What follows belongs to an exercise in optimizing a design on an open flow for small area, a short achievable clock period and few clock cycles per item; a production flow would make more cautious choices. Only simulation tests tie the RTL to the original design; equivalence was not proved. No activity file was given, so power comes from the tool's default toggle rates.

## zinc
==> flow/design.v (excerpt) <==
module axi_4_vlsu_req_sequencer
#(
    parameter int unsigned ADDR_W    = 32,
    parameter int unsigned DATA_W    = 64,
    parameter int unsigned BURST_MAX = 8,
    parameter int unsigned CNT_W     = 16
) (
    input  logic                          clk,
    input  logic                          reset,
    input  logic                          req_valid,
    output logic                          req_ready,
    input  logic                          req_we,
    input  logic [ADDR_W-1:0]             req_addr,
    input  logic [CNT_W-1:0]              req_beats,
    input  logic                          wdata_valid,
    output logic                          wdata_ready,
    input  logic [DATA_W-1:0]             wdata,
    output logic                          rdata_valid,
    input  logic                          rdata_ready,
    output logic [DATA_W-1:0]             rdata,
    output logic                          done,
    output logic                          err,
    output logic                          ld_req,
    output logic                          st_req,
    output logic [ADDR_W-1:0]             base_addr,
    output logic [7:0]                    burst_len,
    output logic [2:0]                    burst_size,
    output logic [1:0]                    burst_type,
    output logic [DATA_W*BURST_MAX-1:0]   vlsu_wdata,
    output logic [(DATA_W/8)*BURST_MAX-1:0] write_strobe,
    input  logic [DATA_W*BURST_MAX-1:0]   burst_rdata_array,
    input  logic                          burst_valid_data,
    input  logic                          burst_wr_valid
);
Size in the first run: roughly 3400 cells after synthesis, about 620 flip-flops, about 1300 I/O pins.
clock: 5.0 ns
lec_check: 0
cap_margin: 20
core_area: 10 10 510 510
die_area: 0 0 520 520
slew_margin: 20
standard.sh (not shown) runs the stock make flow with config.mk's settings and CLKGATE_MAP_FILE= SYNTH_SCRIPT=/design/flow/synth_recipe.tcl, a recipe that flattens the netlist after the stock synthesis.
==> flow/flow/run.sh <==
#!/bin/bash
# Standard ORFS layout, with small buffers on the ports instead of the
# default delay-cell port buffers.
cp standard.sh standard.sh.txt
cp config.mk config.mk.txt
export BUFFER_PORTS_ARGS="-buffer_cell sky130_fd_sc_hd__buf_1"
bash standard.sh > standard.log 2>&1
Testbench counts of zinc, summed over its fixed seeds: cycles 28,551, beats 17,486.
What pepper does differently from zinc at the input level:
==> flow/run.sh (new file) <==
#!/bin/bash
# synth_recipe.tcl (not shown) runs the flow's synth.tcl, then flattens the netlist and writes it again
# the make line also repeats each setting of config.mk as NAME=value (left out here)
make -C /OpenROAD-flow-scripts/flow DESIGN_CONFIG=/design/flow/config.mk WORK_HOME=/design/flow/orfs CLKGATE_MAP_FILE= SYNTH_SCRIPT=/design/flow/synth_recipe.tcl finish
removed: flow/flow/run.sh
removed: flow/standard.sh
### Flow results
- In pepper relative to zinc, via count had gone up slightly.
- pepper vs zinc — switching power total climbed by a few percent
- Of the two values seen for type of the tightest min-delay check, flop to flop was produced by pepper and primary input to flop by zinc.
- pepper can be clocked slower than zinc.
- Taking zinc as the reference, in pepper number of ordinary and repair buffers in the finished layout moved up, total power moved up.
- Compared with zinc, pepper shows a number of logic stages on the critical path including buffering that is 1 lower.
- Routed wire length: higher on pepper

---

## job 101
axi_4_vlsu_req_sequencer, a different RTL version from the one above (not shown whole).
For scale: roughly 1300 I/O pins, roughly 31000 sq um of cells after synthesis.
// axi_4_vlsu_req_sequencer
module axi_4_vlsu_req_sequencer
#(
    parameter int unsigned ADDR_W    = 32,
    parameter int unsigned DATA_W    = 64,
    parameter int unsigned BURST_MAX = 8,
    parameter int unsigned CNT_W     = 16
) (
    input  logic                          clk,
    input  logic                          reset,
    input  logic                          req_valid,
    output logic                          req_ready,
    input  logic                          req_we,
    input  logic [ADDR_W-1:0]             req_addr,
    input  logic [CNT_W-1:0]              req_beats,
    input  logic                          wdata_valid,
    output logic                          wdata_ready,
    input  logic [DATA_W-1:0]             wdata,
    output logic                          rdata_valid,
    input  logic                          rdata_ready,
    output logic [DATA_W-1:0]             rdata,
    output logic                          done,
    output logic                          err,
    output logic                          ld_req,
    output logic                          st_req,
    output logic [ADDR_W-1:0]             base_addr,
    output logic [7:0]                    burst_len,
    output logic [2:0]                    burst_size,
    output logic [1:0]                    burst_type,
    output logic [DATA_W*BURST_MAX-1:0]   vlsu_wdata,
    output logic [(DATA_W/8)*BURST_MAX-1:0] write_strobe,
    input  logic [DATA_W*BURST_MAX-1:0]   burst_rdata_array,
    input  logic                          burst_valid_data,
    input  logic                          burst_wr_valid
);
export LEC_CHECK = 0
export CAP_MARGIN = 20
export CORE_AREA = 10 10 510 510
export CTS_CLUSTER_DIAMETER = 150
export CTS_CLUSTER_SIZE = 20
export DIE_AREA = 0 0 520 520
export SETUP_SLACK_MARGIN = 2.4
export SLEW_MARGIN = 20
create_clock -name core_clock -period 5.0 [get_ports {clk}]
==> flow/flow/run.sh <==
#!/bin/bash
# Standard ORFS layout, with small buffers on the ports instead of the
# default delay-cell port buffers.
cp standard.sh standard.sh.txt
cp config.mk config.mk.txt
export BUFFER_PORTS_ARGS="-buffer_cell sky130_fd_sc_hd__buf_1"
bash standard.sh > standard.log 2>&1
Testbench counts of job 101, summed over its fixed seeds: cycles 27,065, beats 17,486.
What job 102 does differently from job 101 at the input level:
Settings: a change of SETUP_SLACK_MARGIN from 2.4 to 2.6.
- Lower final critical delay including setup and external delays among job 102 and job 101: job 102
- Job 102 vs job 101 — data arrival time of the critical path dropped 60 ps.
- The length of the first detailed-routing pass in iterations in job 102 was lower than what job 101 gave.
- Job 102: proportion of cell area spent on the clock network 0.30 points below job 101
- | proportion of final cell area spent on non-clock buffers | job 102 vs job 101 | 4.3 points higher |
- From job 101 to job 102 the numbers moved as follows: post-CTS setup repair buffer count increased 52; depth of the worst hold-timing path fell by 1.
- Job 102 finished all stages; the layout is clean.
- Of job 102 and job 101, job 102 shows the higher post-route cell area, with job 101 below it.
- In the flow results for job 102 and job 101, the sequential share of layout area is larger on job 101.
- On setup slack, the lower figure sits with job 101, not job 102.
- In the tables for job 102 and job 101, routed metal-1 wirelength reads lower with job 101.

---

axi_4_vlsu_req_sequencer, a different RTL version from the one above (not shown whole).
Size: ~3,900 cells after synthesis, ~700 flip-flops, roughly 1,300 I/O pins.
Settings: LEC_CHECK=0, CAP_MARGIN=20, CORE_AREA=4 4 436 436, CTS_CLUSTER_DIAMETER=150, CTS_CLUSTER_SIZE=20, DIE_AREA=0 0 440 440, SETUP_SLACK_MARGIN=2.5, SLEW_MARGIN=20; clock period 5.0 ns.
Scripts as last shown in full above: flow/flow/run.sh
The first run completed without violations.
Testbench counts at the start, summed over its fixed seeds: cycles 27,065, beats 17,486.
Next try:
Settings changed: CORE_AREA 4 4 436 436 to 10 10 510 510, DIE_AREA 0 0 440 440 to 0 0 520 520.
The changed run passed the timing, design-rule and antenna checks.
Sequential share of layout area goes down by 0.84 points.
Die area goes up by 40%.
Clock power is about the same.

## afterwards: timing with drivers on the ports
The results above use ideal ports. As a check the final layouts listed here were re-extracted and re-timed, cells and wires unchanged.
Step 1 assumes that a clkbuf_16 drives the clock port and a buf_2 every other input.
Step 2 moves the port delays by t, midway between the first and last clock arrival at a register: inputs arrive t later, outputs are due t later. That takes back most of the time a late clock gives input paths.
a / b / c = ideal ports / drivers / drivers and shift; a / b = the first two.
run | shift t [ns] | setup WS [ns] | worst setup path at the end | clock arrival spread, ns
zinc | 0.802 | 1.069 / 0.969 / 1.359 | register to register | 0.091 / 0.092
pepper | 0.827 | 0.796 / 0.700 / 1.197 | register to register | 0.058 / 0.058
job 101 | 0.803 | 2.247 / 2.247 / 1.826 | input to register | 0.089 / 0.088
job 102 | 0.776 | 2.319 / 2.319 / 1.912 | input to register | 0.069 / 0.069
the first run of note 3 | 0.781 | 2.469 / 2.427 / 1.826 | input to register | 0.056 / 0.056
the second run of note 3 | 0.767 | 2.446 / 2.391 / 1.796 | input to register | 0.083 / 0.084
After both steps every run listed still meets setup and hold. The setup slack of the second run of note 3, which loses most, moves by -0.055 ns with the drivers and by -0.650 ns with both steps.
